This design comes from an exercise in tuning for small area, a short achievable clock period and few clock cycles per item on the open sky130 flow, not from production work. No run shown here included a check of the RTL's function; only the layout flow was run. Power is estimated from default activity; no workload was simulated.

File: flow/config.mk
export PLATFORM = sky130hd
export DESIGN_NAME = bmp_stream_to_rgba_decoder
export DESIGN_NICKNAME = bmp_stream_to_rgba_decoder
export VERILOG_FILES = /design/flow/design.v
export SDC_FILE = /design/flow/constraint.sdc
export NUM_CORES = 4
export LEC_CHECK = 0
export ABC_CLOCK_PERIOD_IN_PS = 2500
export CAP_MARGIN = 20
export CORE_MARGIN = 2
export CORE_UTILIZATION = 60
export SETUP_SLACK_MARGIN = 3.5
export SLEW_MARGIN = 20
File: flow/constraint.sdc
create_clock -name core_clock -period 6.0 [get_ports {aclk}]
set_input_delay 1.2000 -clock core_clock [delete_from_list [all_inputs] [get_ports {aclk}]]
set_output_delay 1.2000 -clock core_clock [all_outputs]
set_load 0.01 [all_outputs]
File: flow/design.v
`default_nettype none
package bmpd_pkg;
    localparam logic [1:0] KIND_PIXEL  = 2'd0;
    localparam logic [1:0] KIND_HEADER = 2'd1;
    localparam logic [1:0] KIND_ERROR  = 2'd2;
    localparam logic [2:0] ERR_SIGNATURE = 3'd0;
    localparam logic [2:0] ERR_INFO_SIZE = 3'd1;
    localparam logic [2:0] ERR_FORMAT    = 3'd2;
    localparam logic [2:0] ERR_SIZE_ZERO = 3'd3;
    localparam logic [2:0] ERR_OFFSET    = 3'd4;
    localparam logic [2:0] ERR_TOO_LARGE = 3'd5;
    localparam logic [2:0] ERR_TRUNCATED = 3'd6;
endpackage
`default_nettype wire
`default_nettype none
module bmp_stream_to_rgba_decoder (
    input  wire logic           aclk,
    input  wire logic           aresetn,
    input  wire logic           s_tvalid,
    output logic                s_tready,
    input  wire logic [7:0]     s_tdata,
    input  wire logic           s_tlast,
    output logic                m_tvalid,
    input  wire logic           m_tready,
    output logic [87:0]         m_tdata,
    output logic [1:0]          m_tuser,
    output logic                m_tlast
);
    localparam int N  = 3;
    localparam int CW = $clog2(N + 1);
    localparam logic [1:0] T_PIX  = 2'b00;    
    localparam logic [1:0] T_EOL  = 2'b01;    
    localparam logic [1:0] T_LAST = 2'b11;    
    localparam logic [1:0] T_INFO = 2'b10;    
    logic           ph_hdr, ph_skip, ph_pix, ph_pad, ph_ign;
    logic [5:0]     pos;         
    logic [18:0]    off_hi;      
    logic [12:0]    w;
    logic           w_hi, w31;   
    logic [12:0]    h;           
    logic           hz, ho;      
    logic           sig_ok, info_ok, fmt_ok, wide;
    logic [12:0]    col;         
    logic [31:0]    q_data [0:N-1];
    logic [1:0]     q_tag  [0:N-1];
    logic [N-1:0]   wr_sel, rd_sel;
    logic [CW-1:0]  count;
    logic           o_valid;
    logic [1:0]     o_kind;
    logic           o_last;
    logic [2:0]     o_err;
    logic [12:0]    o_w, o_h;
    logic [11:0]    o_x, o_y;
    logic [7:0]     o_r, o_g, o_b, o_a;
    logic           o_bu, o_eol;
    logic full, acc, push, pop;
    assign full     = (count == CW'(N));
    assign s_tready = !full;
    assign acc      = s_tvalid && !full;
    assign pop      = (count != '0) && (!o_valid || m_tready);
    logic [1:0]  bip;
    logic [31:0] off;
    assign bip = pos[1:0];
    assign off = {off_hi, col};
    logic        w_zero, h_zero, w_big, h_big, off_lt, off_eq, hdr_bad;
    logic [2:0]  hdr_code;
    logic [12:0] habs;
    assign w_zero = (w == '0) && !w_hi && !w31;
    assign h_zero = hz && (h == '0);
    assign w_big  = w_hi || (w[12] && (w[11:0] != '0));
    assign h_big  = ho ? !h[12] : (hz ? (h[12] && (h[11:0] != '0)) : 1'b1);
    assign off_lt = (off[31:6] == '0) && (off[5:0] < 6'd54);
    assign off_eq = (off == 32'd54);
    assign habs   = ho ? (13'd0 - h) : h;
    always_comb begin
        hdr_bad  = 1'b1;
        hdr_code = bmpd_pkg::ERR_SIGNATURE;
        if (!sig_ok)                      hdr_code = bmpd_pkg::ERR_SIGNATURE;
        else if (!info_ok)                hdr_code = bmpd_pkg::ERR_INFO_SIZE;
        else if (!fmt_ok)                 hdr_code = bmpd_pkg::ERR_FORMAT;
        else if (w31 || w_zero || h_zero) hdr_code = bmpd_pkg::ERR_SIZE_ZERO;
        else if (off_lt)                  hdr_code = bmpd_pkg::ERR_OFFSET;
        else if (w_big || h_big)          hdr_code = bmpd_pkg::ERR_TOO_LARGE;
        else                              hdr_bad  = 1'b0;
    end
    logic hdr_end, pix_end, row_eol, row_last, pad_end, row_end, ends_ok, trunc;
    assign hdr_end  = ph_hdr && (pos == 6'd53);
    assign pix_end  = ph_pix && (bip == (wide ? 2'd3 : 2'd2));
    assign row_eol  = (col == 13'd1);
    assign row_last = (h == 13'd1);
    assign pad_end  = ph_pad && (bip == (w[1:0] - 2'd1));
    assign row_end  = (pix_end && row_eol && (wide || w[1:0] == 2'd0)) || pad_end;
    assign ends_ok  = ph_ign || (hdr_end && hdr_bad) || (row_end && row_last);
    assign trunc    = s_tlast && !ends_ok;
    assign push     = acc && (hdr_end || pix_end || trunc);
    logic [12:0] col_dec;
    logic        col_borrow;
    assign {col_borrow, col_dec} = {1'b0, col} - 14'd1;
    always_ff @(posedge aclk) begin
        if (!aresetn) begin
            ph_hdr  <= 1'b1;
            ph_skip <= 1'b0;
            ph_pix  <= 1'b0;
            ph_pad  <= 1'b0;
            ph_ign  <= 1'b0;
            pos     <= '0;
        end else if (acc) begin
            if (ph_hdr) begin
                pos <= pos + 6'd1;
                case (pos)
                    6'd0:  sig_ok <= (s_tdata == 8'h42);
                    6'd1:  sig_ok <= sig_ok && (s_tdata == 8'h4D);
                    6'd10: col[7:0] <= s_tdata;
                    6'd11: begin
                        col[12:8]   <= s_tdata[4:0];
                        off_hi[2:0] <= s_tdata[7:5];
                    end
                    6'd12: off_hi[10:3]  <= s_tdata;
                    6'd13: off_hi[18:11] <= s_tdata;
                    6'd14: info_ok <= (s_tdata >= 8'd40);
                    6'd15, 6'd16, 6'd17: info_ok <= info_ok || (s_tdata != 8'd0);
                    6'd18: w[7:0] <= s_tdata;
                    6'd19: begin
                        w[12:8] <= s_tdata[4:0];
                        w_hi    <= (s_tdata[7:5] != '0);
                    end
                    6'd20: w_hi <= w_hi || (s_tdata != 8'd0);
                    6'd21: begin
                        w_hi <= w_hi || (s_tdata[6:0] != '0);
                        w31  <= s_tdata[7];
                    end
                    6'd22: h[7:0] <= s_tdata;
                    6'd23: begin
                        h[12:8] <= s_tdata[4:0];
                        hz      <= (s_tdata[7:5] == 3'b000);
                        ho      <= (s_tdata[7:5] == 3'b111);
                    end
                    6'd24, 6'd25: begin
                        hz <= hz && (s_tdata == 8'h00);
                        ho <= ho && (s_tdata == 8'hFF);
                    end
                    6'd26: fmt_ok <= (s_tdata == 8'd1);
                    6'd28: begin
                        fmt_ok <= fmt_ok && (s_tdata == 8'd24 || s_tdata == 8'd32);
                        wide   <= (s_tdata == 8'd32);
                    end
                    6'd29: begin
                        fmt_ok <= fmt_ok && (s_tdata == 8'd0);
                        wide   <= wide && (s_tdata == 8'd0);
                    end
                    6'd27, 6'd30, 6'd31, 6'd32, 6'd33:
                        fmt_ok <= fmt_ok && (s_tdata == 8'd0);
                    6'd53: begin
                        ph_hdr <= 1'b0;
                        pos    <= '0;
                        if (hdr_bad) begin
                            ph_ign <= 1'b1;
                        end else begin
                            h <= habs;
                            if (off_eq) begin
                                col    <= w;
                                ph_pix <= 1'b1;
                            end else begin
                                ph_skip <= 1'b1;
                            end
                        end
                    end
                    default: ;
                endcase
            end
            if (ph_skip) begin
                if (off == 32'd55) begin
                    col     <= w;
                    ph_skip <= 1'b0;
                    ph_pix  <= 1'b1;
                end else begin
                    col    <= col_dec;
                    off_hi <= off_hi - 19'(col_borrow);
                end
            end
            if (ph_pix) begin
                if (pix_end) begin
                    pos[1:0] <= '0;
                    col      <= row_eol ? w : col_dec;
                    if (row_eol && !wide && w[1:0] != 2'd0) begin
                        ph_pix <= 1'b0;
                        ph_pad <= 1'b1;
                    end
                end else begin
                    pos[1:0] <= bip + 2'd1;
                end
            end
            if (ph_pad) begin
                if (pad_end) begin
                    pos[1:0] <= '0;
                    ph_pad   <= 1'b0;
                    ph_pix   <= 1'b1;
                end else begin
                    pos[1:0] <= bip + 2'd1;
                end
            end
            if (row_end) begin
                h <= h - 13'd1;
                if (row_last) begin
                    ph_pix <= 1'b0;
                    ph_pad <= 1'b0;
                    ph_ign <= 1'b1;
                end
            end
            if (s_tlast) begin
                ph_hdr  <= 1'b1;
                ph_skip <= 1'b0;
                ph_pix  <= 1'b0;
                ph_pad  <= 1'b0;
                ph_ign  <= 1'b0;
                pos     <= '0;
            end
        end
    end
    logic [1:0] p_tag;
    always_comb begin
        if (trunc || hdr_end)            p_tag = T_INFO;
        else if (row_eol && row_last)    p_tag = T_LAST;
        else if (row_eol)                p_tag = T_EOL;
        else                             p_tag = T_PIX;
    end
    always_ff @(posedge aclk) begin
        for (int i = 0; i < N; i++) begin
            if (!full && wr_sel[i]) begin
                if (ph_pix) begin
                    case (bip)
                        2'd0:    q_data[i][7:0]   <= s_tdata;
                        2'd1:    q_data[i][15:8]  <= s_tdata;
                        2'd2:    q_data[i][23:16] <= s_tdata;
                        default: q_data[i][31:24] <= s_tdata;
                    endcase
                    if (bip == 2'd2 && !wide) q_data[i][31:24] <= 8'hFF;
                end
                if (hdr_end) begin
                    q_data[i] <= hdr_bad ? {1'b1, 28'd0, hdr_code}
                                         : {5'd0, !ho, habs, w};
                end
                if (acc && trunc) begin
                    q_data[i][31]  <= 1'b1;
                    q_data[i][2:0] <= bmpd_pkg::ERR_TRUNCATED;
                end
                if (push) begin
                    q_tag[i] <= p_tag;
                end
            end
        end
    end
    always_ff @(posedge aclk) begin
        if (!aresetn) begin
            wr_sel <= N'(1);
            rd_sel <= N'(1);
            count  <= '0;
        end else begin
            if (push) wr_sel <= {wr_sel[N-2:0], wr_sel[N-1]};
            if (pop)  rd_sel <= {rd_sel[N-2:0], rd_sel[N-1]};
            count <= count + CW'(push) - CW'(pop);
        end
    end
    logic [31:0] hd_data;
    logic [1:0]  hd_tag;
    always_comb begin
        hd_data = '0;
        hd_tag  = '0;
        for (int i = 0; i < N; i++) begin
            hd_data = hd_data | (q_data[i] & {32{rd_sel[i]}});
            hd_tag  = hd_tag  | (q_tag[i]  & {2{rd_sel[i]}});
        end
    end
    logic        first, hd_pix;
    logic [11:0] y_base;
    assign first  = (o_kind == bmpd_pkg::KIND_HEADER);
    assign hd_pix = (hd_tag != T_INFO);
    assign y_base = first ? (o_bu ? o_h[11:0] : 12'hFFF) : o_y;
    always_ff @(posedge aclk) begin
        if (!aresetn) begin
            o_valid <= 1'b0;
        end else if (pop) begin
            o_valid <= 1'b1;
        end else if (m_tready) begin
            o_valid <= 1'b0;
        end
        if (pop) begin
            o_eol  <= hd_tag[0];
            o_last <= 1'b0;
            o_err  <= '0;
            o_r    <= '0;
            o_g    <= '0;
            o_b    <= '0;
            o_a    <= '0;
            if (hd_pix) begin
                o_kind <= bmpd_pkg::KIND_PIXEL;
                o_last <= hd_tag[1];
                o_r    <= hd_data[23:16];
                o_g    <= hd_data[15:8];
                o_b    <= hd_data[7:0];
                o_a    <= hd_data[31:24];
                if (first || o_eol) begin
                    o_x <= '0;
                    o_y <= o_bu ? y_base - 12'd1 : y_base + 12'd1;
                end else begin
                    o_x <= o_x + 12'd1;
                end
            end else if (!hd_data[31]) begin
                o_kind <= bmpd_pkg::KIND_HEADER;
                o_w    <= hd_data[12:0];
                o_h    <= hd_data[25:13];
                o_bu   <= hd_data[26];
                o_x    <= '0;
                o_y    <= '0;
            end else begin
                o_kind <= bmpd_pkg::KIND_ERROR;
                o_err  <= hd_data[2:0];
                o_w    <= '0;
                o_h    <= '0;
                o_x    <= '0;
                o_y    <= '0;
            end
        end
    end
    assign m_tvalid = o_valid;
    assign m_tuser  = o_kind;
    assign m_tlast  = o_last;
    assign m_tdata  = {3'd0, o_a, o_b, o_g, o_r, o_y, o_x, o_h, o_w, o_err};
endmodule
`default_nettype wire
File: flow/run.sh
#!/bin/bash
# synth_recipe.tcl (not shown) runs the flow's synth.tcl, then flattens the netlist and writes it again
# the make line also repeats each setting of config.mk as NAME=value (left out here)
make -C /OpenROAD-flow-scripts/flow DESIGN_CONFIG=/design/flow/config.mk WORK_HOME=/design/flow/orfs CLKGATE_MAP_FILE= SYNTH_SCRIPT=/design/flow/synth_recipe.tcl finish
==> impl_results.md, run 1 <==
* Gr ovfl total at 0
* Int Power at 4.63 mW
* Hold/Removal Path Class: register to register
* Yosys top cell by area: edfxtp_1
* Top cell type's share of synthesized area at 55.0%
* Cells after Synth at around 1300
* Fin crit share at 51.3%
* Final setup fails at 0
* First-pass GRT wire length at 61100 µm
* Synth cell types at 75
* Setup TNS at 0 ns
* Fmax at 0.325 GHz
* Clk pwr share at 27.5%
* CTS max path bufs at 3
* Critical path startpoint category: register
* Power Density at 357 nW/µm²
* Worst Setup End Kind: register
* Setup WS pre-CTS at 2.16 ns
* Ys async rst share at 0%
* Core Area at about 23000 µm²
* Crit path max fanout at 6
* H-tree level count at 1
* Largest net degree at the start of global routing at 47
* Hold Violations, Final at 0
* Actual slew at the worst max-slew pin at 0.960 ns
* Switching Power at between 2 and 2.5 mW
* Number of slew-limit violations in the final report at 0
* Layout cells sized above 1 at 28.7%
* PortBufs at 102
* Area after DPL at 15700 µm²
* CTS root buffer: clkbuf_16
* Post-synthesis sequential area ratio at approximately 58%
* Tmin final at 3.08 ns
* I/O pin total at between 100 and 150
* Leakage at 6.90 nW
* Sequential share of power at between 30% and 40%
* Die span in x at 157 µm
* CTS tree: built
* Ys Warns at 3
* Number of antenna violations at the first check in global routing at 0
* Final HPWL DP at 25600 µm
* Slew margin rel. at a little over a third
* Max Cap Violations at 0
* Routed WL per cell at 22.4 µm
* Starting Density at 60.6%
* Synth Flop Type: edfxtp_1
* Setup Skew at roughly 0.019 ns
* Combinational Power Share at 33.0%
* Worst EP required at between 6 and 7 ns
* GRT Total Usage at 31.8%
* DR vias/cell at 6.42
* Antenna diodes at 0
* Num CTS Buffers at 28
* Clk slew on worst S/H paths at 0.07 ns
* Layout area overhead at 33.9%
* Die Y at 157 µm
* Drt pass-1 iters at 6
* Routability cong. at 0.939
* Setup slack after layout at slightly below 3 ns
* Core Util, Final at 81.2%
* Die ar. at 24700 µm²
* Most common cell in the netlist: edfxtp_1
* Top post-synthesis cells by count: 258 x edfxtp_1, 194 x nor2_1, 127 x nand2_1
* Vias in the first global route at between 10000 and 15000
* Core Rows at 56
* Post-synth EDFFs at 258
* Mapped Area at 14100 µm²
* Residual DRC at 0
* Worst vdd ir at 238 µV
* Final nets at ~1600
* RSZ-0062 raised after global routing: true
* Synth Register Bits at 278
* Skew-Pair Late Insertion Delay at 0.56 ns
* Synth area leaders: edfxtp_1 55%, nor2_1 5.2%, nand2_1 3.4%
* Crit path DAT at 3.58 ns
* Sw Ratio at 31.4%
* Num Clock Sinks at 278
* Antenna-violating nets left at 0
* Finished Cell Area at 18900 µm²
* Avg Cell Area, Syn at ~11 µm²
* Design Power at 6.75 mW
* Vias post-DR at 12000
* Status: finished clean
* Worst Setup Path Type: register to register
* Routed WL at roughly 42000 µm
* 1st-iter DRT viols at 1375
==> path summary, 6_finish.rpt <==
check,startpoint,to,slack [ns],cells past startpoint
setup reg to reg,off_hi[5],ph_ign,2.92,10
setup / recovery,off_hi[5],ph_ign,2.92,10
hold reg to reg,wr_sel[0],wr_sel[0],0.52,1
hold / removal,wr_sel[0],wr_sel[0],0.52,1
==> stage by stage <==
| stage | std cells | hold WS (ns) |
|---|---|---|
| after floorplan | 1313 | 0.441 |
| after global placement | 1670 | 0.468 |
| after detailed placement | 1670 | 0.469 |
| after CTS | 1821 | 0.484 |
| after global routing | 1871 | 0.549 |
| final | 1871 | 0.517 |
==> layout make-up <==
cell class                      instances  area [µm²]
Sequential cell                       278        8150
Multi-Input combinational cell        923        6870
Fill cell                            1387        4380
Timing Repair Buffer                  261        2330
Clock buffer                           36         752
Tap cell                              319         399
Clock inverter                         16         220
Inverter                               38         151
==> repair_timing <==
action                                  in CTS  in global routing
cloned                                       4                  3
pin swaps                                   53                 49
endpoints found under the setup margin     482                298
buffers inserted                            95                 47
hold buffers                                 0                  0
gates resized for setup                    245                127
==> critical path: stages (launching register included) <==
cell and delay (ns):
edfxtp_1 0.46, or4_4 0.54, or4_4 0.57, or4b_4 0.59, nand3b_4 0.17, buf_6 0.13, buf_6 0.10, nand2_4 0.06
buf_4 0.13, a21oi_2 0.13, o21a_1 0.14
==> cells in the final DEF (no fill, tap or decap), drive strengths merged, types with 6 or more instances in the layout <==
master	count
a211oi	7
a21oi	70
a221o	7
a222oi	32
a22oi	7
a31oi	13
and2	10
and3	22
buf	158
clkbuf	44
clkinv	8
dfxtp	20
dlygate4sd2	87
edfxtp	258
ha	26
inv	37
mux2	10
mux2i	19
nand2	130
nand2b	12
nand3	33
nand4	12
nor2	196
nor2b	11
nor3	38
nor3b	7
nor4	19
o21a	7
o21ai	90
o22ai	18
o31ai	8
or3	6
or4	10
xnor2	18
xor2	23
==> cells by family after synthesis <==
kind of cell,count (synthesis),share of synthesized area (%)
buf+inv,115,3.28
other cells,1,0.0266
xor+xnor,41,2.55
fa+ha+maj,27,2.45
simple gates,519,17.5
mux,29,2.23
flops,278,57.8
compound gates,301,14.1
==> sequential cells by signal (all words and copies together), names as in the netlist, 6 cells and up <==
name	flops
col	13
o_b	8
o_r	8
q_data	96
pos	6
off_hi	19
w	13
o_h	13
o_x	12
q_tag	6
o_y	12
o_a	8
h	13
o_w	13
o_g	8
==> metal layers <==
metal	GRT usage (%)	part of all wire [%]
met1	42.7	39
met2	52.1	47
met3	5.64	9.6
met4	11.6	4.6
met5	0	0
==> power groups by stage <==
stage | logic [mW] | registers [mW] | clock network, mW
after floorplan | 0.993 | 2.82 | 0
after global placement | 1.83 | 2.72 | 0
after detailed placement | 1.86 | 2.73 | 0
after CTS | 2.07 | 2.66 | 1.86
after global routing | 2.43 | 2.69 | 1.93
final | 2.23 | 2.66 | 1.85
==> run 2: changes to the inputs <==
--- a/flow/config.mk
+++ b/flow/config.mk
@@ -5,9 +5,7 @@
 export SDC_FILE = /design/flow/constraint.sdc
 export NUM_CORES = 4
 export LEC_CHECK = 0
-export ABC_CLOCK_PERIOD_IN_PS = 2500
 export CAP_MARGIN = 20
 export CORE_MARGIN = 2
 export CORE_UTILIZATION = 60
-export SETUP_SLACK_MARGIN = 3.5
 export SLEW_MARGIN = 20
==> impl_results.md, run 2 <==
* Post-synthesis sequential area ratio at 57.8% (unchanged)
* Layout area overhead at 15.5% (was 33.9%)
* H-tree level count at 1 (unchanged)
* CTS tree: built (unchanged)
* Largest net degree at the start of global routing at 47 (unchanged)
* Max reg flops at 96 (unchanged)
* Registers with the most flip-flops: q_data (96), off_hi (19) (unchanged)
* 1st-iter DRT viols at 1122 (was 1375)
* Crit path max fanout at 14 (was 6)
* Fillers at 1801 (was 1387)
* PortBufs at 102 (unchanged)
* Setup Skew at 0.0159 ns (was 0.0192 ns)
* Commonest cells after routing, fill and taps aside: 258 x edfxtp_1, 191 x nor2_1, 127 x nand2_1 (was 258 x edfxtp_1, 166 x nor2_1, 116 x buf_4)
* Fmax at 0.255 GHz (was 0.325 GHz)
* Commonest non-fill, non-tap cell in the layout: edfxtp_1 (unchanged)
* Number of slew-limit violations in the final report at 0 (unchanged)
* Avg Cell Area, Syn at 10.8 µm² (unchanged)
* Post-synth EDFFs at 258 (unchanged)
* Min-delay src: ph_ign (was wr_sel[0])
* Drt pass-1 iters at 7 (was 6)
* Yosys top cell by area: edfxtp_1 (unchanged)
* Final HPWL DP at 25800 µm (was 25600 µm)
* R2R depth at 12 (was 10)
* Clk pwr share at 27.8% (was 27.5%)
* Ys Warns at 3 (unchanged)
* Post-CTS Resized at 0 (was 245)
* Hold Violations, Final at 0 (unchanged)
* Crit path DAT at 4.33 ns (was 3.58 ns)
* Core Area at 23300 µm² (unchanged)
* Synth cell types at 75 (unchanged)
* DR vias/cell at 6.37 (was 6.42)
* Die Y at 157 µm (unchanged)
* Multi-input logic area at 5520 µm² (was 6870 µm²)
* Top post-synthesis cells by count: 258 x edfxtp_1, 194 x nor2_1, 127 x nand2_1 (unchanged)
* CTS root buffer: clkbuf_16 (unchanged)
* Hold/Removal Path Class: register to register (unchanged)
* Power Density at 381 nW/µm² (was 357 nW/µm²)
* Fin crit share at 65.4% (was 51.3%)
* Residual DRC at 0 (unchanged)
* Antenna diodes at 0 (unchanged)
* Routed WL per cell at 21.2 µm (was 22.4 µm)
* Layout cells sized above 1 at 7.03% (was 28.7%)
* Final nets at 1427 (was 1570)
* Die span in x at 157 µm (unchanged)
* Worst Setup End Kind: register (unchanged)
* Combinational Power Share at 28.9% (was 33.0%)
* Synth Register Bits at 278 (unchanged)
* Num Clock Sinks at 278 (unchanged)
* GRT Total Usage at 29.7% (was 31.8%)
* Skew-Pair Late Insertion Delay at 0.54 ns (was 0.56 ns)
* Max Cap Violations at 0 (unchanged)
* Routed WL at 36700 µm (was 41900 µm)
* CTS max path bufs at 3 (unchanged)
* Clk slew on worst S/H paths at 0.06 ns (was 0.07 ns)
* Ys async rst share at 0% (unchanged)
* Top cell type's share of synthesized area at 55.0% (unchanged)
* RR Startpoint: col[4] (was off_hi[5])
* Postcts setup bufs at 0 (was 95)
* Tmin final at 3.92 ns (was 3.08 ns)
* Final setup fails at 0 (unchanged)
* I/O pin total at 106 (unchanged)
* Int Power at 4.33 mW (was 4.63 mW)
* Synth area leaders: edfxtp_1 55%, nor2_1 5.2%, nand2_1 3.4% (unchanged)
* Setup TNS at 0 ns (unchanged)
* Antenna-violating nets left at 0 (unchanged)
* Status: finished clean (unchanged)
* Die ar. at 24700 µm² (unchanged)
* First-pass GRT wire length at 57100 µm (was 61100 µm)
* Synth Flop Type: edfxtp_1 (unchanged)
* Hold-critical path depth at 1 (unchanged)
* Vias post-DR at 11000 (was 12000)
* Leakage at 5.67 nW (was 6.90 nW)
* Sequential share of power at 43.3% (was 39.5%)
* RSZ-0062 raised after global routing: false (was true)
* Cells after Synth at 1311 (unchanged)
* Vias in the first global route at 10200 (was 11100)
* Worst Setup Path Type: register to register (unchanged)
* Worst setup path startpoint: col[4] (was off_hi[5])
* Slew margin rel. at 32.9% (was 35.8%)
* Mapped Area at 14100 µm² (unchanged)
* Most flops, register: q_data (unchanged)
* Num CTS Buffers at 29 (was 28)
* Routability cong. at 0.942 (was 0.939)
* Actual slew at the worst max-slew pin at 1.00 ns (was 0.960 ns)
* Core Rows at 56 (unchanged)
* Worst EP required at 6.40 ns (was 6.50 ns)
* Sw Ratio at 30.3% (was 31.4%)
* CTS Hold Bufs at 0 (unchanged)
* Worst vdd ir at 217 µV (was 238 µV)
* Number of antenna violations at the first check in global routing at 0 (unchanged)
* Switching Power at 1.88 mW (was 2.12 mW)
* Gr ovfl total at 0 (unchanged)
* Core Util, Final at 70.0% (was 81.2%)
* Starting Density at 60.6% (unchanged)
* Register area at 8150 µm² (about the same)
* Critical path startpoint category: register (unchanged)
* Most common cell in the netlist: edfxtp_1 (unchanged)
## run 2: cell counts after synthesis
Identical to the previous run, type by type.
## run 2: layer usage
layer	vias up	wire length, µm	global-route usage [%]
li1	5080	-	-
met1	5260	15000	40.7
met2	583	17700	49.4
met3	88	2730	3.44
met4	0	1240	10.4
met5	-	0	0
## run 2: final timing paths
check | to | slack, ns
hold / removal | ph_ign | 0.48
setup reg to reg | count[1] | 2.08
hold reg to reg | ph_ign | 0.48
setup / recovery | count[1] | 2.08
## run 2: cells by family after synthesis
| kind of cell | after synthesis | synth area share, % |
|---|---|---|
| compound gates | 301 | 14.1 |
| buf+inv | 115 | 3.28 |
| simple gates | 519 | 17.5 |
| flops | 278 | 57.8 |
| fa+ha+maj | 27 | 2.45 |
| other cells | 1 | 0.0266 |
| xor+xnor | 41 | 2.55 |
| mux | 29 | 2.23 |
## run 2: final cells by class
type	instances	share of cell area (%)
flip-flops and latches	278	50.0
multi-input cells	920	33.9
repair buffers	120	7.10
clock buffers	36	4.68
well taps	319	2.45
clock inverters	17	0.945
inverters	38	0.876
## run 2: through the flow
step           worst slack, ns  std cells  hold WS, ns  total power [mW]  cell area [µm²]
6_report                  2.08       1728        0.476              6.20            16300
5_1_grt                   1.71       1728        0.497              6.53            16300
3_3_place_gp              2.13       1675        0.463              4.49            15400
4_1_cts                   2.12       1728        0.477              6.24            16300
3_5_place_dp              2.05       1675        0.463              4.53            15400
2_1_floorplan             1.14       1313        0.441              3.75            14100
## run 2: power groups by stage
stage / clock, mW / sequential (mW) / combinational, mW
floorplan: 0 / 2.83 / 0.918
global placement: 0 / 2.73 / 1.76
global route: 1.81 / 2.72 / 1.99
CTS: 1.74 / 2.69 / 1.81
detailed placement: 0 / 2.73 / 1.79
finish: 1.73 / 2.69 / 1.79
## run 2: critical path, cell delays in order (launching register included)
cell and delay (ns):
edfxtp_1 0.51, nor4_1 0.48, nand4b_1 0.57, o31a_1 0.68
o211ai_1 0.41, nand2_1 0.24, inv_1 0.13, ha_1 0.24
inv_1 0.06, ha_1 0.14, xor2_1 0.17, xnor2_1 0.13
nor2_1 0.05
==> run 3: changes to the inputs <==
--- a/flow/design.v
+++ b/flow/design.v
@@ -36,10 +36,15 @@
     logic [5:0]     pos;         
     logic [18:0]    off_hi;      
     logic [12:0]    w;
-    logic           w_hi, w31;   
     logic [12:0]    h;           
     logic           hz, ho;      
     logic           sig_ok, info_ok, fmt_ok, wide;
+    logic           w_sz;        
+    logic           w_big;       
+    logic           h_sz;        
+    logic           h_big;       
+    logic           off_lt;      
+    logic           off_eq;      
     logic [12:0]    col;         
     logic [31:0]    q_data [0:N-1];
     logic [1:0]     q_tag  [0:N-1];
@@ -62,26 +67,18 @@
     logic [31:0] off;
     assign bip = pos[1:0];
     assign off = {off_hi, col};
-    logic        w_zero, h_zero, w_big, h_big, off_lt, off_eq, hdr_bad;
+    logic        hdr_bad;
     logic [2:0]  hdr_code;
-    logic [12:0] habs;
-    assign w_zero = (w == '0) && !w_hi && !w31;
-    assign h_zero = hz && (h == '0);
-    assign w_big  = w_hi || (w[12] && (w[11:0] != '0));
-    assign h_big  = ho ? !h[12] : (hz ? (h[12] && (h[11:0] != '0)) : 1'b1);
-    assign off_lt = (off[31:6] == '0) && (off[5:0] < 6'd54);
-    assign off_eq = (off == 32'd54);
-    assign habs   = ho ? (13'd0 - h) : h;
     always_comb begin
         hdr_bad  = 1'b1;
         hdr_code = bmpd_pkg::ERR_SIGNATURE;
-        if (!sig_ok)                      hdr_code = bmpd_pkg::ERR_SIGNATURE;
-        else if (!info_ok)                hdr_code = bmpd_pkg::ERR_INFO_SIZE;
-        else if (!fmt_ok)                 hdr_code = bmpd_pkg::ERR_FORMAT;
-        else if (w31 || w_zero || h_zero) hdr_code = bmpd_pkg::ERR_SIZE_ZERO;
-        else if (off_lt)                  hdr_code = bmpd_pkg::ERR_OFFSET;
-        else if (w_big || h_big)          hdr_code = bmpd_pkg::ERR_TOO_LARGE;
-        else                              hdr_bad  = 1'b0;
+        if (!sig_ok)              hdr_code = bmpd_pkg::ERR_SIGNATURE;
+        else if (!info_ok)        hdr_code = bmpd_pkg::ERR_INFO_SIZE;
+        else if (!fmt_ok)         hdr_code = bmpd_pkg::ERR_FORMAT;
+        else if (w_sz || h_sz)    hdr_code = bmpd_pkg::ERR_SIZE_ZERO;
+        else if (off_lt)          hdr_code = bmpd_pkg::ERR_OFFSET;
+        else if (w_big || h_big)  hdr_code = bmpd_pkg::ERR_TOO_LARGE;
+        else                      hdr_bad  = 1'b0;
     end
     logic hdr_end, pix_end, row_eol, row_last, pad_end, row_end, ends_ok, trunc;
     assign hdr_end  = ph_hdr && (pos == 6'd53);
@@ -110,36 +107,74 @@
                 case (pos)
                     6'd0:  sig_ok <= (s_tdata == 8'h42);
                     6'd1:  sig_ok <= sig_ok && (s_tdata == 8'h4D);
-                    6'd10: col[7:0] <= s_tdata;
+                    6'd10: begin
+                        col[7:0] <= s_tdata;
+                        off_lt   <= (s_tdata[7:6] != '0);
+                    end
                     6'd11: begin
                         col[12:8]   <= s_tdata[4:0];
                         off_hi[2:0] <= s_tdata[7:5];
+                        off_lt      <= off_lt || (s_tdata != 8'd0);
+                    end
+                    6'd12: begin
+                        off_hi[10:3] <= s_tdata;
+                        off_lt       <= off_lt || (s_tdata != 8'd0);
+                    end
+                    6'd13: begin
+                        off_hi[18:11] <= s_tdata;
+                        off_lt        <= off_lt || (s_tdata != 8'd0);
+                    end
+                    6'd14: begin
+                        info_ok <= (s_tdata >= 8'd40);
+                        off_lt  <= !off_lt && (col[5:0] < 6'd54);
+                        off_eq  <= !off_lt && (col[5:0] == 6'd54);
                     end
-                    6'd12: off_hi[10:3]  <= s_tdata;
-                    6'd13: off_hi[18:11] <= s_tdata;
-                    6'd14: info_ok <= (s_tdata >= 8'd40);
                     6'd15, 6'd16, 6'd17: info_ok <= info_ok || (s_tdata != 8'd0);
-                    6'd18: w[7:0] <= s_tdata;
+                    6'd18: begin
+                        w[7:0] <= s_tdata;
+                        w_sz   <= (s_tdata != 8'd0);
+                    end
                     6'd19: begin
                         w[12:8] <= s_tdata[4:0];
-                        w_hi    <= (s_tdata[7:5] != '0);
+                        w_sz    <= w_sz || (s_tdata != 8'd0);
+                        w_big   <= (s_tdata[7:5] != '0)
+                                   || (s_tdata[4] && (s_tdata[3:0] != '0 || w[7:0] != '0));
+                    end
+                    6'd20: begin
+                        w_sz  <= w_sz || (s_tdata != 8'd0);
+                        w_big <= w_big || (s_tdata != 8'd0);
                     end
-                    6'd20: w_hi <= w_hi || (s_tdata != 8'd0);
                     6'd21: begin
-                        w_hi <= w_hi || (s_tdata[6:0] != '0);
-                        w31  <= s_tdata[7];
+                        w_sz  <= s_tdata[7] || !(w_sz || s_tdata != 8'd0);
+                        w_big <= w_big || (s_tdata[6:0] != '0);
+                    end
+                    6'd22: begin
+                        h[7:0] <= s_tdata;
+                        h_sz   <= (s_tdata != 8'd0);
                     end
-                    6'd22: h[7:0] <= s_tdata;
                     6'd23: begin
                         h[12:8] <= s_tdata[4:0];
                         hz      <= (s_tdata[7:5] == 3'b000);
                         ho      <= (s_tdata[7:5] == 3'b111);
+                        h_sz    <= h_sz || (s_tdata != 8'd0);
+                        h_big   <= s_tdata[4] && (s_tdata[3:0] != '0 || h[7:0] != '0);
                     end
-                    6'd24, 6'd25: begin
-                        hz <= hz && (s_tdata == 8'h00);
-                        ho <= ho && (s_tdata == 8'hFF);
+                    6'd24: begin
+                        hz   <= hz && (s_tdata == 8'h00);
+                        ho   <= ho && (s_tdata == 8'hFF);
+                        h_sz <= h_sz || (s_tdata != 8'd0);
+                    end
+                    6'd25: begin
+                        hz    <= hz && (s_tdata == 8'h00);
+                        ho    <= ho && (s_tdata == 8'hFF);
+                        h_sz  <= !(h_sz || s_tdata != 8'd0);
+                        h_big <= (ho && s_tdata == 8'hFF) ? !h[12]
+                               : (hz && s_tdata == 8'h00) ? h_big : 1'b1;
+                    end
+                    6'd26: begin
+                        fmt_ok <= (s_tdata == 8'd1);
+                        h      <= ho ? 13'd0 - h : h;
                     end
-                    6'd26: fmt_ok <= (s_tdata == 8'd1);
                     6'd28: begin
                         fmt_ok <= fmt_ok && (s_tdata == 8'd24 || s_tdata == 8'd32);
                         wide   <= (s_tdata == 8'd32);
@@ -156,7 +191,6 @@
                         if (hdr_bad) begin
                             ph_ign <= 1'b1;
                         end else begin
-                            h <= habs;
                             if (off_eq) begin
                                 col    <= w;
                                 ph_pix <= 1'b1;
@@ -238,7 +272,7 @@
                 end
                 if (hdr_end) begin
                     q_data[i] <= hdr_bad ? {1'b1, 28'd0, hdr_code}
-                                         : {5'd0, !ho, habs, w};
+                                         : {5'd0, !ho, h, w};
                 end
                 if (acc && trunc) begin
                     q_data[i][31]  <= 1'b1;
--- a/flow/config.mk
+++ b/flow/config.mk
@@ -5,7 +5,9 @@
 export SDC_FILE = /design/flow/constraint.sdc
 export NUM_CORES = 4
 export LEC_CHECK = 0
+export ABC_CLOCK_PERIOD_IN_PS = 2500
 export CAP_MARGIN = 20
 export CORE_MARGIN = 2
 export CORE_UTILIZATION = 60
+export SETUP_SLACK_MARGIN = 3.5
 export SLEW_MARGIN = 20
==> impl_results.md, run 3 <==
* Post-synthesis sequential area ratio at 57.6% (was 57.8%)
* Routed WL at 40400 µm (was 36700 µm)
* 1st-iter DRT viols at 1255 (was 1122)
* Max reg flops at 96 (unchanged)
* Worst path buffer plus inverter count at 2 (unchanged)
* Final setup fails at 0 (unchanged)
* Design Power at 6.66 mW (was 6.20 mW)
* Residual DRC at 0 (unchanged)
* Die ar. at 25200 µm² (was 24700 µm²)
* Top cell type's share of synthesized area at 54.8% (was 55.0%)
* Top post-synthesis cells by count: 262 x edfxtp_1, 191 x nor2_1, 143 x nand2_1 (was 258 x edfxtp_1, 194 x nor2_1, 127 x nand2_1)
* Critical path startpoint category: register (unchanged)
* Hold Violations, Final at 0 (unchanged)
* Layout area overhead at 26.1% (was 15.5%)
* RSZ-0062 raised after global routing: true (was false)
* Setup TNS at 0 ns (unchanged)
* Fin crit share at 45.6% (was 65.4%)
* Final HPWL DP at 26300 µm (was 25800 µm)
* H-tree level count at 1 (unchanged)
* Stages on the worst setup path at 8 (was 12)
* Core Util, Final at 77.1% (was 70.0%)
* Skew-Pair Late Insertion Delay at 0.53 ns (was 0.54 ns)
* Number of slew-limit violations in the final report at 0 (unchanged)
* CTS root buffer: clkbuf_16 (unchanged)
* Slowest stage cell, crit path: or4_4 (was o31a_1)
* Grt peak-use layer: met2 (unchanged)
* Commonest cells after routing, fill and taps aside: 262 x edfxtp_1, 170 x nor2_1, 130 x nand2_1 (was 258 x edfxtp_1, 191 x nor2_1, 127 x nand2_1)
* Most flops, register: q_data (unchanged)
* Synth cell types at 87 (was 75)
* Clk pwr share at 26.2% (was 27.8%)
* Clk slew on worst S/H paths at 0.06 ns (about the same)
* Core Rows at 56 (unchanged)
* CTS tree: built (unchanged)
* Actual slew at the worst max-slew pin at 0.789 ns (was 1.00 ns)
* Post-synth EDFFs at 262 (was 258)
* GRT Total Usage at 31.4% (was 29.7%)
* Num CTS Buffers at 29 (unchanged)
* Hold_ws at 0.497 ns (was 0.476 ns)
* Hold-critical path depth at 2 (was 1)
* Setup slack after layout at 3.27 ns (was 2.08 ns)
* Synth area leaders: edfxtp_1 55%, nor2_1 5.0%, nand2_1 3.7% (was edfxtp_1 55%, nor2_1 5.2%, nand2_1 3.4%)
* Combinational Power Share at 32.8% (was 28.9%)
* R2R depth at 8 (was 12)
* Ys Warns at 3 (unchanged)
* Routed WL per cell at 22.2 µm (was 21.2 µm)
* CP peak stage delay at 0.59 ns (was 0.68 ns)
* Int Power at 4.56 mW (was 4.33 mW)
* Worst Setup End Kind: register (unchanged)
* CTS max path bufs at 3 (unchanged)
* DR vias/cell at 6.46 (was 6.37)
* Mapped Area at 14300 µm² (was 14100 µm²)
* Registers with the most flip-flops: q_data (96), off_hi (19) (unchanged)
* Synth Register Bits at 282 (was 278)
* Worst Setup Path Type: register to register (unchanged)
* Status: finished clean (unchanged)
* Worst path cell trace: nor4_4 -> buf_4 -> nand2b_4 -> buf_12 -> or4_4 -> a21oi_4 -> o21ba_4 -> o221a_4 (was nor4_1 -> nand4b_1 -> o31a_1 -> o211ai_1 -> nand2_1 -> inv_1 -> ha_1 -> inv_1 -> ha_1 -> xor2_1 -> xnor2_1 -> nor2_1)
* Most common cell in the netlist: edfxtp_1 (unchanged)
* Crit path DAT at 3.02 ns (was 4.33 ns)
* Switching Power at 2.10 mW (was 1.88 mW)
* Synth Flop Type: edfxtp_1 (unchanged)
* Crit path max fanout at 6 (was 14)
* Core Area at 23500 µm² (was 23300 µm²)
* Power Density at 368 nW/µm² (was 381 nW/µm²)
* Antenna diodes at 0 (unchanged)
* Avg Cell Area, Syn at 10.9 µm² (was 10.8 µm²)
* Vias in the first global route at 10900 (was 10200)
* Slew margin rel. at 47.4% (was 32.9%)
* Worst EP required at 6.28 ns (was 6.40 ns)
* I/O pin total at 106 (unchanged)
* Tmin final at 2.73 ns (was 3.92 ns)
* Yosys top cell by area: edfxtp_1 (unchanged)
* Kind of cell adding the most delay to the critical path: simple AND/OR/NAND/NOR gates (unchanged)
* Met2 global-route usage at 53.1% (was 49.4%)
* Starting Density at 61.1% (was 60.6%)
* Met1 usage at 40.3% (was 40.7%)
* Die span in x at 159 µm (was 157 µm)
* Setup Skew at 0.0107 ns (was 0.0159 ns)
* Area after DPL at 15800 µm² (was 15400 µm²)
* Max Cap Violations at 0 (unchanged)
* Vias post-DR at 11800 (was 11000)
* Drt pass-1 iters at 7 (unchanged)
* Num Clock Sinks at 282 (was 278)
* Fmax at 0.366 GHz (was 0.255 GHz)
* GR met3 Demand/Resource at 4.06% (was 3.44%)
* First-pass GRT wire length at 60200 µm (was 57100 µm)
* Leakage at 6.50 nW (was 5.67 nW)
* Non-filler instance count after layout at 1824 (was 1728)
* CTS Hold Bufs at 0 (unchanged)
* Layout cells sized above 1 at 22.3% (was 7.03%)
* Final nets at 1529 (was 1427)
* Sw Ratio at 31.5% (was 30.3%)
* Placed Cells incl. Taps at 1678 (was 1675)
* Worst vdd ir at 250 µV (was 217 µV)
* Routability cong. at 0.934 (was 0.942)
* Largest net degree at the start of global routing at 46 (was 47)
* Ys async rst share at 0% (unchanged)
* Die Y at 159 µm (was 157 µm)
* Fillers at 1596 (was 1801)
* Gr ovfl total at 0 (unchanged)
* Hold/Removal Path Class: register to register (unchanged)
* Finished Cell Area at 18100 µm² (was 16300 µm²)
* Commonest non-fill, non-tap cell in the layout: edfxtp_1 (unchanged)
* PortBufs at 102 (unchanged)
* Antenna-violating nets left at 0 (unchanged)
* Setup WS pre-CTS at 2.32 ns (was 2.05 ns)
* Number of antenna violations at the first check in global routing at 0 (unchanged)
* Cells after Synth at 1320 (was 1311)
* Sequential share of power at 41.0% (was 43.3%)
-- run 3: cell count changes in the layout (fill, tap and decap cells not counted), moves of 13 or more --
cell and change:
a21oi_1 -26, clkdlybuf4s50_1 -98, o21ai_1 -15, dlygate4sd2_1 +89
nor4_1 -13, nor2_1 -21, buf_4 +75, o221a_2 +13
a21oi_2 +15, o22ai_1 -17
-- run 3: timing repair --
| item | in CTS | in global routing |
|---|---|---|
| cloned | 3 | 0 |
| setup endpoints to repair | 540 | 206 |
| pin swaps | 46 | 45 |
| gates resized for setup | 229 | 83 |
| setup buffers | 65 | 31 |
| hold endpoints to repair | 0 | 0 |
-- run 3: worst reg2reg max path: cells and delay by family (launching register included) --
kind            cells  cell delay (ns)
simple gates        3             1.00
buf+inv             2             0.34
flops               1             0.50
compound gates      3             0.66
-- run 3: cells by family after synthesis --
family                   after synthesis  share of synthesized area [%]
AND/OR/NAND/NOR                      550                           18.4
flip-flops                           282                           57.6
AO/OA/AOI/OAI                        280                           13.9
buffers and inverters                113                           3.32
XOR/XNOR                              46                           2.81
adder cells (fa/ha/maj)               27                           2.41
multiplexers                          21                           1.51
other                                  1                         0.0261
-- run 3: routing by layer --
layer	vias up	wire length (µm)
met1	5694	15300
met4	0	2080
met3	128	3340
met2	657	19700
li1	5297	-
met5	-	0
-- run 3: final timing paths --
| check | start | endpoint | slack, ns |
|---|---|---|---|
| hold / removal | wr_sel[1] | wr_sel[1] | 0.50 |
| setup / recovery | col[9] | off_hi[13] | 3.27 |
| hold reg to reg | wr_sel[1] | wr_sel[1] | 0.50 |
| setup reg to reg | col[9] | off_hi[13] | 3.27 |
-- run 3: cell type report --
class	count	area, µm²	area share [%]
clock buffer	35	748	4.14
clock inverter	12	156	0.865
inverter	35	140	0.775
multi-input combinational	929	6540	36.2
sequential	282	8290	45.8
tap	319	399	2.21
timing repair buffer	211	1800	9.98
timing repair inverter	1	7.51	0.0415
-- run 3: power by group through the flow --
stage                     Clock [mW]  Combinational (mW)  Sequential [mW]
after floorplan                    0                1.03             2.86
after global placement             0                1.86             2.78
after detailed placement           0                1.89             2.79
after CTS                       1.75                2.01             2.73
after global routing            1.84                2.38             2.76
final                           1.75                2.18             2.73
==> run 4: changes to the inputs <==
--- a/flow/design.v
+++ b/flow/design.v
@@ -39,6 +39,8 @@
     logic [12:0]    h;           
     logic           hz, ho;      
     logic           sig_ok, info_ok, fmt_ok, wide;
+    logic           eol_f;       
+    logic           last_f;      
     logic           w_sz;        
     logic           w_big;       
     logic           h_sz;        
@@ -50,6 +52,7 @@
     logic [1:0]     q_tag  [0:N-1];
     logic [N-1:0]   wr_sel, rd_sel;
     logic [CW-1:0]  count;
+    logic           full, nonempty;      
     logic           o_valid;
     logic [1:0]     o_kind;
     logic           o_last;
@@ -58,11 +61,10 @@
     logic [11:0]    o_x, o_y;
     logic [7:0]     o_r, o_g, o_b, o_a;
     logic           o_bu, o_eol;
-    logic full, acc, push, pop;
-    assign full     = (count == CW'(N));
+    logic acc, push, pop;
     assign s_tready = !full;
     assign acc      = s_tvalid && !full;
-    assign pop      = (count != '0) && (!o_valid || m_tready);
+    assign pop      = nonempty && (!o_valid || m_tready);
     logic [1:0]  bip;
     logic [31:0] off;
     assign bip = pos[1:0];
@@ -83,16 +85,17 @@
     logic hdr_end, pix_end, row_eol, row_last, pad_end, row_end, ends_ok, trunc;
     assign hdr_end  = ph_hdr && (pos == 6'd53);
     assign pix_end  = ph_pix && (bip == (wide ? 2'd3 : 2'd2));
-    assign row_eol  = (col == 13'd1);
-    assign row_last = (h == 13'd1);
+    assign row_eol  = eol_f;
+    assign row_last = last_f;
     assign pad_end  = ph_pad && (bip == (w[1:0] - 2'd1));
     assign row_end  = (pix_end && row_eol && (wide || w[1:0] == 2'd0)) || pad_end;
     assign ends_ok  = ph_ign || (hdr_end && hdr_bad) || (row_end && row_last);
     assign trunc    = s_tlast && !ends_ok;
     assign push     = acc && (hdr_end || pix_end || trunc);
+    logic w_is1;
+    assign w_is1 = (w == 13'd1);
     logic [12:0] col_dec;
-    logic        col_borrow;
-    assign {col_borrow, col_dec} = {1'b0, col} - 14'd1;
+    assign col_dec = col - 13'd1;
     always_ff @(posedge aclk) begin
         if (!aresetn) begin
             ph_hdr  <= 1'b1;
@@ -183,7 +186,11 @@
                         fmt_ok <= fmt_ok && (s_tdata == 8'd0);
                         wide   <= wide && (s_tdata == 8'd0);
                     end
-                    6'd27, 6'd30, 6'd31, 6'd32, 6'd33:
+                    6'd27: begin
+                        fmt_ok <= fmt_ok && (s_tdata == 8'd0);
+                        last_f <= (h == 13'd1);
+                    end
+                    6'd30, 6'd31, 6'd32, 6'd33:
                         fmt_ok <= fmt_ok && (s_tdata == 8'd0);
                     6'd53: begin
                         ph_hdr <= 1'b0;
@@ -193,6 +200,7 @@
                         end else begin
                             if (off_eq) begin
                                 col    <= w;
+                                eol_f  <= w_is1;
                                 ph_pix <= 1'b1;
                             end else begin
                                 ph_skip <= 1'b1;
@@ -205,17 +213,19 @@
             if (ph_skip) begin
                 if (off == 32'd55) begin
                     col     <= w;
+                    eol_f   <= w_is1;
                     ph_skip <= 1'b0;
                     ph_pix  <= 1'b1;
                 end else begin
                     col    <= col_dec;
-                    off_hi <= off_hi - 19'(col_borrow);
+                    if (col == '0) off_hi <= off_hi - 19'd1;
                 end
             end
             if (ph_pix) begin
                 if (pix_end) begin
                     pos[1:0] <= '0;
                     col      <= row_eol ? w : col_dec;
+                    eol_f    <= row_eol ? w_is1 : (col == 13'd2);
                     if (row_eol && !wide && w[1:0] != 2'd0) begin
                         ph_pix <= 1'b0;
                         ph_pad <= 1'b1;
@@ -234,7 +244,8 @@
                 end
             end
             if (row_end) begin
-                h <= h - 13'd1;
+                h      <= h - 13'd1;
+                last_f <= (h == 13'd2);
                 if (row_last) begin
                     ph_pix <= 1'b0;
                     ph_pad <= 1'b0;
@@ -284,15 +295,21 @@
             end
         end
     end
+    logic [CW-1:0] count_next;
+    assign count_next = count + CW'(push) - CW'(pop);
     always_ff @(posedge aclk) begin
         if (!aresetn) begin
             wr_sel <= N'(1);
             rd_sel <= N'(1);
-            count  <= '0;
+            count    <= '0;
+            full     <= 1'b0;
+            nonempty <= 1'b0;
         end else begin
             if (push) wr_sel <= {wr_sel[N-2:0], wr_sel[N-1]};
             if (pop)  rd_sel <= {rd_sel[N-2:0], rd_sel[N-1]};
-            count <= count + CW'(push) - CW'(pop);
+            count    <= count_next;
+            full     <= (count_next == CW'(N));
+            nonempty <= (count_next != '0);
         end
     end
     logic [31:0] hd_data;
==> impl_results.md, run 4 <==
* Worst EP required at 6.44 ns (was 6.28 ns)
* Largest net degree at the start of global routing at 46 (unchanged)
* Starting Density at 61.1% (about the same)
* Residual DRC at 0 (unchanged)
* Sw Ratio at 32.0% (was 31.5%)
* Clk pwr share at 27.7% (was 26.2%)
* Crit path max fanout at 4 (was 6)
* Worst setup path startpoint: w[1] (was col[9])
* Synth cell types at 78 (was 87)
* Yosys top cell by area: edfxtp_1 (unchanged)
* Avg Cell Area, Syn at 10.6 µm² (was 10.9 µm²)
* Worst Setup End Kind: register (unchanged)
* Skew-Pair Late Insertion Delay at 0.56 ns (was 0.53 ns)
* Placed Cells incl. Taps at 1710 (was 1678)
* Critical path startpoint category: register (unchanged)
* Setup WS pre-CTS at 2.01 ns (was 2.32 ns)
* Vias post-DR at 11700 (was 11800)
* Vias in the first global route at 11000 (was 10900)
* Synth Flop Type: edfxtp_1 (unchanged)
* Die ar. at 25200 µm² (about the same)
* Finished Cell Area at 17900 µm² (was 18100 µm²)
* Power Density at 389 nW/µm² (was 368 nW/µm²)
* Final HPWL DP at 25500 µm (was 26300 µm)
* Commonest cells after routing, fill and taps aside: 264 x edfxtp_1, 191 x nor2_1, 129 x nand2_1 (was 262 x edfxtp_1, 170 x nor2_1, 130 x nand2_1)
* Routed WL per cell at 21.1 µm (was 22.2 µm)
* Num Clock Sinks at 286 (was 282)
* Reg-to-Reg End: nonempty (was off_hi[13])
* Layout area overhead at 24.5% (was 26.1%)
* CTS Hold Bufs at 0 (unchanged)
* Actual slew at the worst max-slew pin at 1.03 ns (was 0.789 ns)
* Top post-synthesis cells by count: 264 x edfxtp_1, 210 x nor2_1, 138 x nand2_1 (was 262 x edfxtp_1, 191 x nor2_1, 143 x nand2_1)
* Clk slew on worst S/H paths at 0.06 ns (about the same)
* Synth area leaders: edfxtp_1 55%, nor2_1 5.5%, nand2_1 3.6% (was edfxtp_1 55%, nor2_1 5.0%, nand2_1 3.7%)
* Ys Warns at 3 (unchanged)
* Worst Setup Path Type: register to register (unchanged)
* R2R depth at 13 (was 8)
* Synth Register Bits at 286 (was 282)
* RR Startpoint: w[1] (was col[9])
* Most flops, register: q_data (unchanged)
* Ys async rst share at 0% (unchanged)
* Max reg flops at 96 (unchanged)
* Core Rows at 56 (unchanged)
* Post-synth EDFFs at 264 (was 262)
* Mapped Area at 14400 µm² (was 14300 µm²)
* Num CTS Buffers at 31 (was 29)
* CTS root buffer: clkbuf_16 (unchanged)
* Post-synthesis sequential area ratio at 58.1% (was 57.6%)
* Most common cell in the netlist: edfxtp_1 (unchanged)
* First-pass GRT wire length at 59500 µm (was 60200 µm)
* Setup Skew at 0.0212 ns (was 0.0107 ns)
* Gr ovfl total at 0 (unchanged)
* Number of slew-limit violations in the final report at 0 (unchanged)
* Routability cong. at 0.930 (was 0.934)
* H-tree level count at 1 (unchanged)
* PortBufs at 102 (unchanged)
* Status: finished clean (unchanged)
* Switching Power at 2.23 mW (was 2.10 mW)
* Worst vdd ir at 255 µV (was 250 µV)
* Tmin final at 2.82 ns (was 2.73 ns)
* DR vias/cell at 6.37 (was 6.46)
* Hold/Removal Path Class: register to register (unchanged)
* CTS max path bufs at 3 (unchanged)
* Layout cells sized above 1 at 18.7% (was 22.3%)
* Area after DPL at 15700 µm² (was 15800 µm²)
* FF-to-FF setup slack at 3.18 ns (was 3.27 ns)
* Setup slack after layout at 3.18 ns (was 3.27 ns)
* Routed WL at 38900 µm (was 40400 µm)
* Antenna-violating nets left at 0 (unchanged)
* Hold Violations, Final at 0 (unchanged)
* CTS tree: built (unchanged)
* Sequential share of power at 39.7% (was 41.0%)
* Commonest non-fill, non-tap cell in the layout: edfxtp_1 (unchanged)
* Setup TNS at 0 ns (unchanged)
* RSZ-0062 raised after global routing: true (unchanged)
* Final nets at 1539 (was 1529)
* Core Util, Final at 76.1% (was 77.1%)
* Top cell type's share of synthesized area at 55.1% (was 54.8%)
* I/O pin total at 106 (unchanged)
* 1st-iter DRT viols at 1243 (was 1255)
* Registers with the most flip-flops: q_data (96), off_hi (19) (unchanged)
* Crit path DAT at 3.26 ns (was 3.02 ns)
* Die Y at 159 µm (about the same)
* Fmax at 0.355 GHz (was 0.366 GHz)
* Cells after Synth at 1353 (was 1320)
* Non-filler instance count after layout at 1842 (was 1824)
* Combinational Power Share at 32.6% (was 32.8%)
* Final setup fails at 0 (unchanged)
* Number of antenna violations at the first check in global routing at 0 (unchanged)
* Drt pass-1 iters at 6 (was 7)
* Slew margin rel. at 31.3% (was 47.4%)
* Core Area at 23500 µm² (about the same)
* Int Power at 4.75 mW (was 4.56 mW)
* Fin crit share at 46.9% (was 45.6%)
* Leakage at 6.44 nW (was 6.50 nW)
* Max Cap Violations at 0 (unchanged)
* Die span in x at 159 µm (about the same)
* Setup crit end: nonempty (was off_hi[13])
* GRT Total Usage at 29.4% (was 31.4%)
* Antenna diodes at 0 (unchanged)
==> run 4: cell types whose count changed after synthesis, moves of 7 or more <==
| cell | previous run | this run |
|---|---|---|
| xnor2_1 | 23 | 16 |
| nor2_1 | 191 | 210 |
| o221a_2 | 14 | 4 |
| clkbuf_1 | 63 | 71 |
| a211oi_1 | 6 | 16 |
==> run 4: routing by layer <==
metal	GRT usage, %	vias to the layer above	share of wire, %
met1	39.9	5591	40
met5	0	-	0
li1	-	5364	-
met4	13.0	0	4.9
met3	3.55	132	8.2
met2	48.1	647	47
==> run 4: cell families after synthesis <==
kind of cell	Yosys count	share of synthesized area (%)
flops	286	58.1
fa+ha+maj	27	2.40
xor+xnor	44	2.68
simple gates	569	18.4
mux	14	0.982
compound gates	294	14.2
other cells	1	0.0261
buf+inv	118	3.19
==> run 4: timing repair <==
item / CTS / global route
pin swaps: 19 / 38
buffers inserted: 38 / 33
resized for setup: 192 / 97
setup endpoints to repair: 460 / 229
gates cloned: 4 / 0
==> run 4: how the worst min path moves through the flow <==
stage	start	end	cells after the start
floorplan	wr_sel[0]	wr_sel[0]	2
detailed placement	wr_sel[0]	wr_sel[0]	2
global placement	wr_sel[0]	wr_sel[0]	2
finish	wr_sel[0]	wr_sel[0]	2
global route	wr_sel[0]	wr_sel[0]	2
CTS	wr_sel[0]	wr_sel[0]	2
==> run 4: layout make-up <==
| cell class | count | area, µm² |
|---|---|---|
| Timing Repair Buffer | 186 | 1570 |
| Timing Repair inverter | 2 | 12.5 |
| Tap cell | 319 | 399 |
| Fill cell | 1560 | 5620 |
| Multi-Input combinational cell | 953 | 6360 |
| Sequential cell | 286 | 8380 |
| Inverter | 39 | 163 |
| Clock buffer | 35 | 791 |
| Clock inverter | 22 | 246 |
==> run 4: metrics by stage <==
stage | power [mW] | hold WS, ns
after floorplan | 3.95 | 0.460
after CTS | 6.64 | 0.496
after global placement | 4.66 | 0.478
after global routing | 7.28 | 0.512
after detailed placement | 4.69 | 0.486
final | 6.98 | 0.494
==> run 4: worst max-delay path, stage by stage (launching register included) <==
cell and delay, ns:
edfxtp_1 0.39, inv_2 0.11, ha_4 0.14, or3b_4 0.38, a211o_4 0.37, nand2_8 0.07, a41o_4 0.25, ha_4 0.15
inv_4 0.03, ha_4 0.15, xnor2_2 0.13, xnor2_1 0.13, and2_1 0.16, or2_4 0.22
==> run 4: power groups by stage <==
stage	Combinational (mW)	Sequential (mW)	Clock [mW]
detailed placement	1.86	2.83	0
floorplan	1.06	2.89	0
finish	2.28	2.77	1.93
global route	2.46	2.80	2.03
global placement	1.83	2.83	0
CTS	1.94	2.76	1.94
==> run 5: changes to the inputs <==
--- a/flow/design.v
+++ b/flow/design.v
@@ -269,25 +269,35 @@
         else if (row_eol)                p_tag = T_EOL;
         else                             p_tag = T_PIX;
     end
+    logic [3:0] lane_we;
+    logic       fill_a, err_w;
+    logic [2:0] err_code;
+    always_comb begin
+        lane_we = '0;
+        if (ph_pix) lane_we[bip] = 1'b1;
+        if (ph_hdr) begin
+            case (pos)
+                6'd18:   lane_we[0] = 1'b1;
+                6'd19:   lane_we[1] = 1'b1;
+                6'd22:   lane_we[2] = 1'b1;
+                6'd23:   lane_we[3] = 1'b1;
+                default: ;
+            endcase
+        end
+    end
+    assign fill_a   = ph_pix && !wide && (bip == 2'd2);
+    assign err_w    = (hdr_end && hdr_bad) || (acc && trunc);
+    assign err_code = (hdr_end && hdr_bad) ? hdr_code : bmpd_pkg::ERR_TRUNCATED;
     always_ff @(posedge aclk) begin
         for (int i = 0; i < N; i++) begin
             if (!full && wr_sel[i]) begin
-                if (ph_pix) begin
-                    case (bip)
-                        2'd0:    q_data[i][7:0]   <= s_tdata;
-                        2'd1:    q_data[i][15:8]  <= s_tdata;
-                        2'd2:    q_data[i][23:16] <= s_tdata;
-                        default: q_data[i][31:24] <= s_tdata;
-                    endcase
-                    if (bip == 2'd2 && !wide) q_data[i][31:24] <= 8'hFF;
-                end
-                if (hdr_end) begin
-                    q_data[i] <= hdr_bad ? {1'b1, 28'd0, hdr_code}
-                                         : {5'd0, !ho, h, w};
-                end
-                if (acc && trunc) begin
-                    q_data[i][31]  <= 1'b1;
-                    q_data[i][2:0] <= bmpd_pkg::ERR_TRUNCATED;
+                if (lane_we[0]) q_data[i][7:0]   <= s_tdata;
+                if (lane_we[1]) q_data[i][15:8]  <= s_tdata;
+                if (lane_we[2]) q_data[i][23:16] <= s_tdata;
+                if (lane_we[3] || fill_a) q_data[i][31:24] <= s_tdata | {8{fill_a}};
+                if (err_w) begin
+                    q_data[i][2:0] <= err_code;
+                    q_data[i][15]  <= 1'b1;
                 end
                 if (push) begin
                     q_tag[i] <= p_tag;
@@ -308,8 +318,8 @@
             if (push) wr_sel <= {wr_sel[N-2:0], wr_sel[N-1]};
             if (pop)  rd_sel <= {rd_sel[N-2:0], rd_sel[N-1]};
             count    <= count_next;
-            full     <= (count_next == CW'(N));
-            nonempty <= (count_next != '0);
+            full     <= full ? !pop : (count == CW'(N - 1)) && push && !pop;
+            nonempty <= nonempty ? !((count == CW'(1)) && pop && !push) : push;
         end
     end
     logic [31:0] hd_data;
@@ -356,11 +366,11 @@
                 end else begin
                     o_x <= o_x + 12'd1;
                 end
-            end else if (!hd_data[31]) begin
+            end else if (!hd_data[15]) begin
                 o_kind <= bmpd_pkg::KIND_HEADER;
                 o_w    <= hd_data[12:0];
-                o_h    <= hd_data[25:13];
-                o_bu   <= hd_data[26];
+                o_h    <= hd_data[31] ? 13'd0 - hd_data[28:16] : hd_data[28:16];
+                o_bu   <= !hd_data[31];
                 o_x    <= '0;
                 o_y    <= '0;
             end else begin
==> impl_results.md, run 5 <==
* 1st-iter DRT viols at 1266 (was 1243)
* First-pass GRT wire length at 59600 µm (was 59500 µm)
* Setup TNS at 0 ns (unchanged)
* Max Cap Violations at 0 (unchanged)
* Sw Ratio at 24.2% (was 32.0%)
* Reg-to-Reg End: col[3] (was nonempty)
* DR vias/cell at 6.37 (about the same)
* Synth Flop Type: edfxtp_1 (unchanged)
* Setup WS pre-CTS at 1.97 ns (was 2.01 ns)
* Core Area at 23500 µm² (about the same)
* I/O pin total at 106 (unchanged)
* Fmax at 0.374 GHz (was 0.355 GHz)
* Starting Density at 61.2% (was 61.1%)
* RSZ-0062 raised after global routing: true (unchanged)
* Final nets at 1541 (was 1539)
* Synth cell types at 82 (was 78)
* Int Power at 3.58 mW (was 4.75 mW)
* CTS tree: built (unchanged)
* Worst vdd ir at 257 µV (was 255 µV)
* Leakage at 6.61 nW (was 6.44 nW)
* Number of antenna violations at the first check in global routing at 0 (unchanged)
* Layout cells sized above 1 at 22.7% (was 18.7%)
* CTS Hold Bufs at 0 (unchanged)
* Worst hold endpoint: full (was wr_sel[0])
* Final setup fails at 0 (unchanged)
* Tmin final at 2.68 ns (was 2.82 ns)
* Routed WL per cell at 21.6 µm (was 21.1 µm)
* Routability cong. at 0.957 (was 0.930)
* Layout area overhead at 27.3% (was 24.5%)
* Final HPWL DP at 24200 µm (was 25500 µm)
* Synth area leaders: edfxtp_1 55%, nor2_1 5.0%, dfxtp_1 3.1% (was edfxtp_1 55%, nor2_1 5.5%, nand2_1 3.6%)
* Actual slew at the worst max-slew pin at 0.808 ns (was 1.03 ns)
* Num Clock Sinks at 286 (unchanged)
* Setup Skew at 0.0180 ns (was 0.0212 ns)
* Slew margin rel. at 46.2% (was 31.3%)
* Num CTS Buffers at 29 (was 31)
* Avg Cell Area, Syn at 11.0 µm² (was 10.6 µm²)
* Combinational Power Share at 11.4% (was 32.6%)
* Worst EP required at 6.36 ns (was 6.44 ns)
* Routed WL at 39700 µm (was 38900 µm)
* H-tree level count at 1 (unchanged)
* Worst Setup Path Type: register to register (unchanged)
* Sequential share of power at 48.5% (was 39.7%)
* Gr ovfl total at 0 (unchanged)
* CTS max path bufs at 3 (unchanged)
* Switching Power at 1.14 mW (was 2.23 mW)
* Ys async rst share at 0% (unchanged)
* Cells after Synth at 1304 (was 1353)
* Most flops, register: q_data (unchanged)
* Die ar. at 25200 µm² (about the same)
* Ys Warns at 3 (unchanged)
* Most common cell in the netlist: edfxtp_1 (unchanged)
* Largest net degree at the start of global routing at 47 (was 46)
* Post-synthesis sequential area ratio at 58.2% (was 58.1%)
* Mapped Area at 14400 µm² (about the same)
* Crit path max fanout at 4 (unchanged)
* Fin crit share at 44.6% (was 46.9%)
* Crit path DAT at 3.04 ns (was 3.26 ns)
* Drt pass-1 iters at 7 (was 6)
* Antenna diodes at 0 (unchanged)
* Design Power at 4.72 mW (was 6.98 mW)
* CTS root buffer: clkbuf_16 (unchanged)
* Registers with the most flip-flops: q_data (96), off_hi (19) (unchanged)
* Number of slew-limit violations in the final report at 0 (unchanged)
* Worst Setup End Kind: register (unchanged)
* GRT Total Usage at 29.5% (was 29.4%)
* Clk slew on worst S/H paths at 0.07 ns (was 0.06 ns)
* Die Y at 159 µm (about the same)
* Setup slack after layout at 3.32 ns (was 3.18 ns)
* RR Startpoint: col[7] (was w[1])
* Vias post-DR at 11700 (about the same)
* Skew-Pair Late Insertion Delay at 0.57 ns (was 0.56 ns)
* Yosys top cell by area: edfxtp_1 (unchanged)
* Top post-synthesis cells by count: 264 x edfxtp_1, 191 x nor2_1, 116 x nand2_1 (was 264 x edfxtp_1, 210 x nor2_1, 138 x nand2_1)
* Core Rows at 56 (unchanged)
* Post-synth EDFFs at 264 (unchanged)
* Commonest non-fill, non-tap cell in the layout: edfxtp_1 (unchanged)
* Status: finished clean (unchanged)
* Min-delay src: count[1] (was wr_sel[0])
* Hold_ws at 0.545 ns (was 0.494 ns)
* PortBufs at 102 (unchanged)
* Hold Violations, Final at 0 (unchanged)
* FF-to-FF setup slack at 3.32 ns (was 3.18 ns)
* Antenna-violating nets left at 0 (unchanged)
* Die span in x at 159 µm (about the same)
* Top cell type's share of synthesized area at 55.2% (was 55.1%)
* Critical path startpoint category: register (unchanged)
* Max reg flops at 96 (unchanged)
* Commonest cells after routing, fill and taps aside: 264 x edfxtp_1, 175 x nor2_1, 112 x buf_4 (was 264 x edfxtp_1, 191 x nor2_1, 129 x nand2_1)
* Vias in the first global route at 11000 (about the same)
* Hold/Removal Path Class: register to register (unchanged)
* Clk pwr share at 40.1% (was 27.7%)
* Residual DRC at 0 (unchanged)
* Hold-critical path depth at 2 (unchanged)
* R2R depth at 7 (was 13)
* Synth Register Bits at 286 (unchanged)
* Power Density at 258 nW/µm² (was 389 nW/µm²)
==> run 5: cell types whose count changed in the layout (fill, tap and decap cells not counted), sizes merged, moves of 8 or more <==
cell | before | now
nor2 | 212 | 192
dlygate4sd2 | 88 | 70
and3 | 15 | 23
nand2 | 139 | 117
a31oi | 8 | 16
clkdlybuf4s15 | 8 | 23
nor3 | 47 | 34
o21ai | 72 | 52
buf | 86 | 126
==> run 5: cell families after synthesis <==
logic type | count (synthesis) | share of synthesized area, %
buffers and inverters | 111 | 3.34
other | 1 | 0.0261
flip-flops | 286 | 58.2
XOR/XNOR | 54 | 3.34
AND/OR/NAND/NOR | 528 | 17.7
multiplexers | 17 | 1.22
AO/OA/AOI/OAI | 278 | 13.6
adder cells (fa/ha/maj) | 29 | 2.58
==> run 5: worst max path at each step <==
| stage | startpoint | to | slack (ns) |
|---|---|---|---|
| floorplan | m_tready | count[1] | 2.58 |
| global placement | s_tvalid | w_sz | 2.02 |
| detailed placement | s_tvalid | w_sz | 1.97 |
| CTS | col[7] | col[3] | 3.35 |
| global route | col[1] | col[3] | 3.21 |
| finish | col[7] | col[3] | 3.32 |
==> run 5: final cells by class <==
| class | count | area, µm² |
|---|---|---|
| Clock inverter | 20 | 229 |
| Tap cell | 319 | 399 |
| Fill cell | 1512 | 5180 |
| Timing Repair Buffer | 229 | 1980 |
| Clock buffer | 34 | 774 |
| Inverter | 38 | 156 |
| Multi-Input combinational cell | 913 | 6360 |
| Sequential cell | 286 | 8380 |
| Timing Repair inverter | 2 | 15.0 |
==> run 5: per-stage QoR <==
stage | cell area, µm² | std cells | util, %
after floorplan | 14600 | 1306 | -
after global placement | 15800 | 1669 | 67.1
after detailed placement | 15800 | 1669 | 67.1
after CTS | 17600 | 1796 | 74.8
after global routing | 18300 | 1841 | 77.9
final | 18300 | 1841 | 77.9
==> run 5: repair_timing <==
item / in CTS / in global routing
resized for setup: 192 / 108
pin swaps: 33 / 31
gates cloned: 4 / 4
endpoints found under the setup margin: 393 / 180
buffers inserted: 69 / 41
==> run 5: power groups by stage <==
stage | clock [mW] | combinational [mW] | sequential [mW]
after floorplan | 0 | 0.274 | 2.34
after global placement | 0 | 0.436 | 2.34
after detailed placement | 0 | 0.446 | 2.34
after CTS | 1.91 | 0.485 | 2.29
after global routing | 1.97 | 0.583 | 2.30
final | 1.89 | 0.540 | 2.29
==> run 5: critical path, cell delays in order, from the launching register on <==
cell and delay, ns:
edfxtp_1 0.43, buf_6 0.14, or4b_4 0.50, or4_4 0.43, or3_4 0.39, buf_12 0.15, mux2i_1 0.11, a222oi_1 0.32
==> run 5: layer usage <==
metal	vias to the layer above	global-route usage (%)	share of wire [%]
li1	5317	-	-
met1	5604	39.1	39
met2	671	49.2	48
met3	130	4.55	8.2
met4	0	11.9	4.3
met5	-	0	0

==> port drivers added, routing unchanged <==
Ports are ideal in the flow. The routed layouts listed here were re-timed in OpenROAD. Step 1, drivers: a clkbuf_16 drives aclk and a buf_2 each remaining input, both assumed. Step 2 also shifts input and output timing later by t, the mid clock arrival at the registers, as if the neighbouring blocks saw the same clock. Slacks: ideal ports / drivers / drivers and shift; pairs: ideal ports / drivers.
run	shift t [ns]	slack for setup (ns)
run 1	0.597	2.922 / 2.922 / 2.687
run 2	0.578	2.075 / 2.075 / 2.057
run 3	0.575	3.266 / 3.266 / 2.799
run 4	0.598	3.185 / 3.185 / 2.643
run 5	0.611	3.325 / 3.325 / 2.956
After both steps setup and hold are still met in every run listed.
